Background: an optimization exercise with open tools, aiming at small area. Do not read the settings as production practice. The RTL was checked by simulation tests, not by an equivalence proof against the original design. Power and IR drop assume default switching activity.

$ cat flow/constraint.sdc
create_clock -name core_clock -period 5.0 [get_ports {clk}]
set_input_delay 1.0000 -clock core_clock [delete_from_list [all_inputs] [get_ports {clk}]]
set_output_delay 1.0000 -clock core_clock [all_outputs]
set_load 0.01 [all_outputs]
$ cat flow/config.mk
export PLATFORM = sky130hd
export DESIGN_NAME = eth_tx_top
export DESIGN_NICKNAME = eth_tx_top
export VERILOG_FILES = /design/flow/design.v
export SDC_FILE = /design/flow/constraint.sdc
export NUM_CORES = 4
export LEC_CHECK = 0
export CAP_MARGIN = 20
export CORE_MARGIN = 2
export CORE_UTILIZATION = 40
export SLEW_MARGIN = 20
$ cat flow/run.sh
#!/bin/bash
# synth_recipe.tcl (not shown) runs the flow's synth.tcl, then flattens the netlist and writes it again
# the make line also repeats each setting of config.mk as NAME=value (left out here)
make -C /OpenROAD-flow-scripts/flow DESIGN_CONFIG=/design/flow/config.mk WORK_HOME=/design/flow/orfs CLKGATE_MAP_FILE= SYNTH_SCRIPT=/design/flow/synth_recipe.tcl finish
$ cat flow/design.v
package eth_tx_pkg;
    localparam logic [47:0] board_mac       = 48'h00_11_22_33_44_55;
    localparam logic [31:0] board_ip        = {8'd192, 8'd168, 8'd1, 8'd10};
    localparam logic [47:0] default_des_mac = 48'hff_ff_ff_ff_ff_ff;   
    localparam logic [31:0] default_des_ip  = {8'd192, 8'd168, 8'd1, 8'd102};
    localparam logic [15:0] board_port      = 16'd1234;
    localparam logic [15:0] des_port        = 16'd5678;
    localparam logic [15:0] ip_ethertype    = 16'h0800;
    localparam logic [15:0] arp_ethertype   = 16'h0806;
    localparam logic [15:0] arp_htype       = 16'h0001;
    localparam logic [15:0] arp_hlen_plen   = 16'h0604;
    localparam logic [15:0] ip_ver_tos      = 16'h4500;
    localparam logic [7:0]  ip_ttl          = 8'h80;
    localparam logic [7:0]  ip_proto_udp    = 8'd17;
    localparam logic [15:0] ip_flags_df     = 16'h4000;
    localparam logic [31:0] crc_poly        = 32'hedb8_8320;  
    localparam logic [16:0] csum_raw        = {1'b0, ip_ver_tos} + {1'b0, ip_flags_df} +
                                              {1'b0, ip_ttl, ip_proto_udp} +
                                              {1'b0, board_ip[31:16]} + {1'b0, board_ip[15:0]};
    localparam logic [15:0] csum_const      = csum_raw[15:0] + {15'd0, csum_raw[16]};
endpackage
`timescale 1ns/10ps
import eth_tx_pkg::*;
module crc32_gen
(
    input  logic        clk,
    input  logic        en,
    input  logic [7:0]  data,
    output logic [31:0] crc_reg
);
    function automatic logic [31:0] crc_tab(input logic [7:0] d);
        logic [31:0] r;
        r = {24'd0, d};
        for (int i = 0; i < 8; i++) begin
            r = r[0] ? ((r >> 1) ^ crc_poly) : (r >> 1);
        end
        crc_tab = r;
    endfunction
    logic [7:0] idx;
    assign idx = (crc_reg[7:0] ^ data) & {8{en}};
    always_ff @(posedge clk) begin
        crc_reg <= ({8'h00, crc_reg[31:8]} ^ crc_tab(idx)) | {{8{!en}}, 24'd0};
    end
endmodule
`timescale 1ns/10ps
import eth_tx_pkg::*;
module eth_tx_top
(
    input  logic        clk,
    input  logic        rst_n,
    input  logic        tx_start,
    input  logic [1:0]  tx_kind,
    input  logic        arp_op,
    input  logic [47:0] des_mac,
    input  logic [31:0] des_ip,
    input  logic [15:0] payload_len,
    input  logic [7:0]  payload_data,
    output logic        rdy,
    output logic [1:0]  busy_kind,
    output logic        payload_req,
    output logic        gmii_tx_en,
    output logic [7:0]  gmii_txd
);
    logic [6:0]  k;
    logic        idle;
    logic        accept;
    logic        is_udp;
    logic        arp_op_r;
    logic        use_given;
    logic        mac_nz, ip_nz;
    logic [7:0]  ring [10];      
    logic [10:0] rem;            
    logic        more;
    logic        req_d;
    logic [15:0] ip_ident;
    logic [7:0]  acc_hi, acc_lo;
    logic        acc_c;
    logic [8:0]  acc_sum;
    logic [7:0]  csum_in;
    logic [7:0]  fb;
    logic [7:0]  hdr;
    logic [7:0]  txd_r;
    logic [31:0] crc;
    logic        crc_en;
    logic [10:0] body_len;
    logic [10:0] len_sum;
    logic [7:0]  tap0, tap6, tap8;
    assign idle      = (k == 7'd0);
    assign accept    = idle && tx_start && tx_kind[0];
    assign rdy       = !tx_start && idle;
    assign busy_kind = idle ? 2'd0 : {is_udp, 1'b1};
    assign more      = is_udp && (rem != 11'd0);
    always_ff @(posedge clk) begin
        if (!rst_n) begin
            k <= 7'd0;
        end else if (idle) begin
            k <= {6'd0, accept};
        end else if (k == 7'd86) begin
            k <= 7'd0;
        end else if (!(k == 7'd68 && more)) begin
            k <= k + 7'd1;
        end
    end
    always_ff @(posedge clk) begin
        if (idle) begin
            is_udp    <= tx_kind[1];
            arp_op_r  <= arp_op;
        end
    end
    always_ff @(posedge clk) begin
        if (idle) begin
            mac_nz <= 1'b0;
            ip_nz  <= 1'b0;
        end else begin
            if ((ring[0] != 8'd0 && k >= 7'd1 && k <= 7'd4) ||
                (ring[8] != 8'd0 && k >= 7'd1 && k <= 7'd2))
                mac_nz <= 1'b1;
            if (ring[0] != 8'd0 && k >= 7'd5 && k <= 7'd8)
                ip_nz <= 1'b1;
        end
    end
    assign use_given = mac_nz && ip_nz;
    always_ff @(posedge clk) begin
        if (idle) begin
            ring[0] <= des_mac[31:24];
            ring[1] <= des_mac[23:16];
            ring[2] <= des_mac[15:8];
            ring[3] <= des_mac[7:0];
            ring[4] <= des_ip[31:24];
            ring[5] <= des_ip[23:16];
            ring[6] <= des_ip[15:8];
            ring[7] <= des_ip[7:0];
            ring[8] <= des_mac[47:40];
            ring[9] <= des_mac[39:32];
        end else begin
            for (int i = 0; i < 9; i++) ring[i] <= ring[i + 1];
            ring[9] <= ring[0];
        end
    end
    always_comb begin
        tap0 = ring[0];
        tap6 = ring[6];
        tap8 = ring[8];
        if (!use_given) begin
            case (k)
                7'd15:   tap0 = default_des_ip[31:24];
                7'd16:   tap0 = default_des_ip[23:16];
                7'd17:   tap0 = default_des_ip[15:8];
                7'd18:   tap0 = default_des_ip[7:0];
                default: tap0 = 8'hff;
            endcase
            case (k)
                7'd39:   tap6 = default_des_ip[31:24];
                7'd40:   tap6 = default_des_ip[23:16];
                7'd41:   tap6 = default_des_ip[15:8];
                default: tap6 = default_des_ip[7:0];
            endcase
            case (k)
                7'd47:   tap8 = default_des_ip[31:24];
                7'd48:   tap8 = default_des_ip[23:16];
                7'd49:   tap8 = default_des_ip[15:8];
                7'd50:   tap8 = default_des_ip[7:0];
                default: tap8 = 8'hff;
            endcase
        end
    end
    always_ff @(posedge clk) begin
        if (idle) begin
            rem <= payload_len[10:0];
        end else begin
            rem <= rem - {10'd0, payload_req};
        end
    end
    assign payload_req = more && (k >= 7'd50) && (k <= 7'd68);
    always_ff @(posedge clk) begin
        req_d <= payload_req;
    end
    assign body_len = (rem < 11'd18) ? 11'd18 : rem;
    assign len_sum  = body_len + (k[5] ? 11'd8 : 11'd28);
    always_ff @(posedge clk) begin
        if (!rst_n) begin
            ip_ident <= 16'd0;
        end else if (k == 7'd70 && is_udp) begin
            ip_ident <= ip_ident + 16'd1;
        end
    end
    always_comb begin
        case (k)
            7'd15, 7'd16, 7'd17, 7'd18: csum_in = tap0;
            7'd25:   csum_in = {5'd0, len_sum[10:8]};
            7'd26:   csum_in = len_sum[7:0];
            7'd27:   csum_in = ip_ident[15:8];
            7'd28:   csum_in = ip_ident[7:0];
            default: csum_in = 8'h00;
        endcase
    end
    assign acc_sum = {1'b0, acc_hi} + {1'b0, csum_in} + {8'd0, acc_c};
    always_ff @(posedge clk) begin
        if (idle) begin
            acc_hi <= csum_const[15:8];
            acc_lo <= csum_const[7:0];
            acc_c  <= 1'b0;
        end else begin
            acc_hi <= acc_lo;
            acc_lo <= acc_sum[7:0];
            acc_c  <= acc_sum[8];
        end
    end
    always_comb begin
        hdr = 8'h00;
        if (k >= 7'd1 && k <= 7'd7) hdr = 8'h55;
        else if (k == 7'd8) hdr = 8'hd5;
        else if (k >= 7'd9 && k <= 7'd14) hdr = tap0;
        else if (k == 7'd15) hdr = board_mac[47:40];
        else if (k == 7'd16) hdr = board_mac[39:32];
        else if (k == 7'd17) hdr = board_mac[31:24];
        else if (k == 7'd18) hdr = board_mac[23:16];
        else if (k == 7'd19) hdr = board_mac[15:8];
        else if (k == 7'd20) hdr = board_mac[7:0];
        else if (k == 7'd21) hdr = 8'h08;
        else if (k == 7'd22) hdr = is_udp ? 8'h00 : 8'h06;
        else if (is_udp) begin
            case (k)
                7'd23: hdr = ip_ver_tos[15:8];
                7'd24: hdr = ip_ver_tos[7:0];
                7'd25: hdr = {5'd0, len_sum[10:8]};
                7'd26: hdr = len_sum[7:0];
                7'd27: hdr = ip_ident[15:8];
                7'd28: hdr = ip_ident[7:0];
                7'd29: hdr = ip_flags_df[15:8];
                7'd30: hdr = ip_flags_df[7:0];
                7'd31: hdr = ip_ttl;
                7'd32: hdr = ip_proto_udp;
                7'd33, 7'd34: hdr = ~acc_hi;
                7'd35: hdr = board_ip[31:24];
                7'd36: hdr = board_ip[23:16];
                7'd37: hdr = board_ip[15:8];
                7'd38: hdr = board_ip[7:0];
                7'd39, 7'd40, 7'd41, 7'd42: hdr = tap6;
                7'd43: hdr = board_port[15:8];
                7'd44: hdr = board_port[7:0];
                7'd45: hdr = des_port[15:8];
                7'd46: hdr = des_port[7:0];
                7'd47: hdr = {5'd0, len_sum[10:8]};
                7'd48: hdr = len_sum[7:0];
                default: hdr = 8'h00;
            endcase
        end else begin
            case (k)
                7'd23: hdr = arp_htype[15:8];
                7'd24: hdr = arp_htype[7:0];
                7'd25: hdr = ip_ethertype[15:8];
                7'd26: hdr = ip_ethertype[7:0];
                7'd27: hdr = arp_hlen_plen[15:8];
                7'd28: hdr = arp_hlen_plen[7:0];
                7'd29: hdr = 8'h00;
                7'd30: hdr = arp_op_r ? 8'h02 : 8'h01;
                7'd31: hdr = board_mac[47:40];
                7'd32: hdr = board_mac[39:32];
                7'd33: hdr = board_mac[31:24];
                7'd34: hdr = board_mac[23:16];
                7'd35: hdr = board_mac[15:8];
                7'd36: hdr = board_mac[7:0];
                7'd37: hdr = board_ip[31:24];
                7'd38: hdr = board_ip[23:16];
                7'd39: hdr = board_ip[15:8];
                7'd40: hdr = board_ip[7:0];
                7'd41, 7'd42, 7'd43, 7'd44, 7'd45, 7'd46, 7'd47, 7'd48, 7'd49, 7'd50:
                       hdr = tap8;
                default: hdr = 8'h00;
            endcase
        end
    end
    always_ff @(posedge clk) begin
        fb <= req_d ? payload_data : hdr;
    end
    assign crc_en = (k >= 7'd10) && (k <= 7'd69);
    crc32_gen u_crc (
        .clk     (clk),
        .en      (crc_en),
        .data    (fb),
        .crc_reg (crc)
    );
    always_ff @(posedge clk) begin
        txd_r <= (k >= 7'd70 && k <= 7'd73) ? ~crc[7:0] : fb;
    end
    assign gmii_tx_en = (k >= 7'd3) && (k <= 7'd74);
    assign gmii_txd   = gmii_tx_en ? txd_r : 8'h00;
endmodule
==> impl_metrics.json <==
{
  "run_status": "complete, no violations",
  "groute.usage.overall_pct": 23.3,
  "drive_above_1_share_pct": 7.90,
  "synthTopCellsByArea": "sky130_fd_sc_hd__dfxtp_1 38%, sky130_fd_sc_hd__nand2_1 13%, sky130_fd_sc_hd__xnor2_1 6.9%",
  "synth_warnings": 3,
  "clock_sinks": 184,
  "die_w_um": 158,
  "ffs_w_async_s_r_synth_pct": 0,
  "setup_total_negative_slack_ns": 0,
  "worstSetupStartpointType": "register",
  "htreeDepth": 4,
  "irDropWorstVdd_mv": 0.254,
  "post_synth_mux_area_share_pct": 1.53,
  "drt_pre_antenna_iters": 6,
  "min_delay_worst_endpoint": "acc_hi[2]$_SDFF_PP1_",
  "root_buffer": "sky130_fd_sc_hd__clkbuf_16",
  "tightest_slew_ns": 1.06,
  "initialDrtViolationCount": 766,
  "synth_compound_area_share_pct": 14.9,
  "vias": 8379,
  "reg2regPathDepth": 22,
  "grt_util_met2_pct": 36.0,
  "worst_hold_startpoint": "acc_lo[2]$_SDFF_PP1_",
  "num_antenna_cells": 0,
  "cts_setup_buffers": 0,
  "timing.critical_path.to_type": "register",
  "area_delta_synth_final_pct": 22.1,
  "grt_pass1_wl_mm": 44.5,
  "finalNetCount": 1394,
  "dpl_worst_slack_ns": 0.220,
  "wirelength_mm": 28.6,
  "timing_worst_setup_path_type": "reg2reg",
  "groute.layer.met1.usage_pct": 31.8,
  "postSynth.topFlopCell": "sky130_fd_sc_hd__dfxtp_1",
  "power.density_mw_per_mm2": 311,
  "synthesis.nets": 1298,
  "largest_family_of_logic_cells_by_synthesized_area": "simple AND/OR/NAND/NOR gates",
  "port_buffers": 117,
  "worstPathMaxFanout": 9,
  "synth_simple_gate_area_share_pct": 27.2,
  "final_period_utilization_pct": 94.1,
  "largest_net_degree_at_the_start_of_global_routing": 91,
  "floorplan.initialDensity_pct": 40.6,
  "fillCellCount": 2331,
  "finalWorstSetupSlack_ns": 0.295,
  "rr_startpoint": "rem[6]$_DFF_P_",
  "dp_hpwl_mm": 21.4,
  "tritoncts": "yes",
  "std_cell_rows": 56,
  "worst_hold_path_type": "reg2reg",
  "total_power_mw": 3.61,
  "finalClockSkew_ns": 0.0165,
  "number_of_placed_cells_counting_well_taps": 1565,
  "worstPathRequired_ns": 5.31,
  "first_global_vias": 8046,
  "grt-busiest-layer": "met2",
  "grt_use_met3_pct": 4.93,
  "detail-route-antenna-nets": 0,
  "cts_resized": 0,
  "rsz_0062_raised_after_global_routing": "false",
  "dieArea_mm2": 0.0250,
  "yosysSeqAreaShare_pct": 39.0,
  "fraction_of_the_mapped_netlist_area_in_adder_cells_pct": 2.66,
  "dieHeight_um": 158,
  "path_clk_slew_ns": 0.09,
  "layoutNonFillerInstCount": 1597,
  "gpl.final_weighted_congestion": 1.03,
  "gr-total-overflow": 0,
  "floorplan.io_pins": 123,
  "largest_register_ffs": 80,
  "r2r_slack_ns": 0.29,
  "finalMaxSlewViolations": 0,
  "setup_viol": 0,
  "post-synth-top-area-fraction_pct": 38.3,
  "slew-limit-headroom_pct": 29.1,
  "post-synth-top-count-cell": "sky130_fd_sc_hd__nand2_1",
  "leakage_nw": 4.72,
  "regToRegEndpoint": "acc_c$_SDFF_PP0_",
  "synth.distinct_cells": 98,
  "yosys.area_share.xor_xnor_pct": 10.3,
  "viasPerCell": 5.25,
  "placeableCoreArea_mm2": 0.0234,
  "clock_insertion_delay_worst_skew_ns": 0.45,
  "cts_inserted_buffers": 17,
  "avgRoutedWirePerCell_um": 17.9,
  "syn_avg_cell_area_um2": 8.13,
  "clockBufferDepth": 2,
  "remaining_drc_errors": 0,
  "syn_area_mm2": 0.00950,
  "synth_edf_count": 2,
  "hold_viol_final": 0,
  "post-synth-top-area-cell": "sky130_fd_sc_hd__dfxtp_1",
  "period_needed_ns": 4.71,
  "post_synth_inst_count": 1169,
  "initial_antenna_violation_count": 0,
  "synth_top_cells_by_count": "321 x sky130_fd_sc_hd__nand2_1, 182 x sky130_fd_sc_hd__dfxtp_1, 75 x sky130_fd_sc_hd__xnor2_1",
  "yosys_register_bits": 184,
  "hold_depth": 1,
  "worstPathArrival_ns": 5.01,
  "postCtsHoldBufs": 0,
  "fmax_mhz": 213,
  "max_cap_viol_count": 0
}
area by class of cell:
| type | count | area, um^2 | area share (%) |
|---|---|---|---|
| clock inverters | 15 | 213 | 1.83 |
| flip-flops and latches | 184 | 3700 | 31.9 |
| clock buffers | 17 | 425 | 3.66 |
| repair buffers | 143 | 1370 | 11.8 |
| inverters | 29 | 110 | 0.949 |
| well taps | 319 | 399 | 3.44 |
| multi-input cells | 890 | 5390 | 46.4 |
kinds of logic (layout without fill, tap and decap cells):
group                      Yosys count  count (layout)
muxes                               14              14
adders and majority gates           19              19
AOI/OAI and AO/OA                  196             196
buffers and inverters               95             204
xor gates and xnor gates           107             107
and+or+nand+nor                    554             554
DFF                                184             184
cells in the final DEF (no fill, tap or decap), drive strengths merged, types with 5 or more instances in the layout:
cell type,instances
a211oi,5
a21oi,38
a22oi,11
a31oi,12
a32oi,5
and2,33
and3,21
buf,26
clkbuf,17
clkdlybuf4s50,117
clkinv,7
dfxtp,182
ha,17
inv,37
mux2i,10
nand2,322
nand2b,15
nand3,31
nor2,63
nor2b,10
nor3,11
nor4,10
o2111ai,5
o211ai,12
o21ai,49
o22ai,6
o31ai,6
or2,7
or3,6
xnor2,76
xor2,31
metal layers:
metal | vias to the layer above | wire, um
met5 | - | 0
met4 | 0 | 988
met3 | 65 | 2030
met2 | 312 | 12600
met1 | 3868 | 13000
li1 | 4134 | -
worst max-delay path: stages (launching register included):
cell	delay, ns
sky130_fd_sc_hd__dfxtp_1	0.41
sky130_fd_sc_hd__or4_4	0.49
sky130_fd_sc_hd__nor4_4	0.22
sky130_fd_sc_hd__and2b_2	0.26
sky130_fd_sc_hd__ha_1	0.20
sky130_fd_sc_hd__inv_1	0.06
sky130_fd_sc_hd__ha_1	0.16
sky130_fd_sc_hd__nor2b_1	0.08
sky130_fd_sc_hd__o2111ai_1	0.22
sky130_fd_sc_hd__xnor2_1	0.12
sky130_fd_sc_hd__a222oi_1	0.34
sky130_fd_sc_hd__o21ai_0	0.17
sky130_fd_sc_hd__a21oi_1	0.20
sky130_fd_sc_hd__fa_1	0.22
sky130_fd_sc_hd__inv_1	0.06
sky130_fd_sc_hd__fa_1	0.40
sky130_fd_sc_hd__a21o_1	0.18
sky130_fd_sc_hd__a21oi_1	0.20
sky130_fd_sc_hd__o21ai_0	0.10
sky130_fd_sc_hd__a21oi_1	0.22
sky130_fd_sc_hd__o21bai_1	0.09
sky130_fd_sc_hd__a21oi_1	0.14
sky130_fd_sc_hd__nor2_1	0.05
per-stage QoR:
| stage | hold slack [ns] | area, um^2 | util (%) |
|---|---|---|---|
| final | 0.415 | 11600 | 49.6 |
| after global routing | 0.434 | 11600 | 49.6 |
| after CTS | 0.417 | 11600 | 49.6 |
| after detailed placement | 0.398 | 11000 | 46.9 |
| after global placement | 0.388 | 11000 | 46.9 |
| after floorplan | 0.386 | 9500 | - |
power breakdown:
group          total (mW)  internal (mW)  switching [mW]
sequential           1.66           1.58          0.0829
combinational       0.523          0.242           0.280
clock                1.43          0.702           0.724
worst max-delay path by stage:
stage / endpoint / slack, ns / from / depth (start not counted)
finish: acc_c$_SDFF_PP0_ / 0.29 / rem[6]$_DFF_P_ / 22
CTS: acc_c$_SDFF_PP0_ / 0.21 / rem[6]$_DFF_P_ / 22
detailed placement: acc_c$_SDFF_PP0_ / 0.22 / rem[8]$_DFF_P_ / 22
floorplan: acc_c$_SDFF_PP0_ / 0.61 / rem[8]$_DFF_P_ / 23
global placement: acc_c$_SDFF_PP0_ / 0.32 / rem[6]$_DFF_P_ / 22
global route: acc_c$_SDFF_PP0_ / 0.0007 / rem[6]$_DFF_P_ / 22

-- re-timing with driven ports --
No port has a modelled driver above. Below, the same layout with a new extraction and two added sets of constraints. Step 1 sets driving cells, clkbuf_16 on the clock port and buf_2 on the other inputs (assumed; they add their load-dependent delay and slew). Step 2 times the ports against the registers' clock, not the clock port: input delays grow and output delays shrink by t, the midpoint of the rising clock arrivals with the driver on. Three values: no drivers, after step 1, after step 2; two values: the first two.
shift t [ns]: 0.488
slack for setup (ns): 0.295 / 0.295 / 0.295
worst setup path after step 2: register to register
After both steps this run still meets setup and hold. The setup slack of this run moves by 0.000 ns with the drivers and by 0.000 ns with both steps.
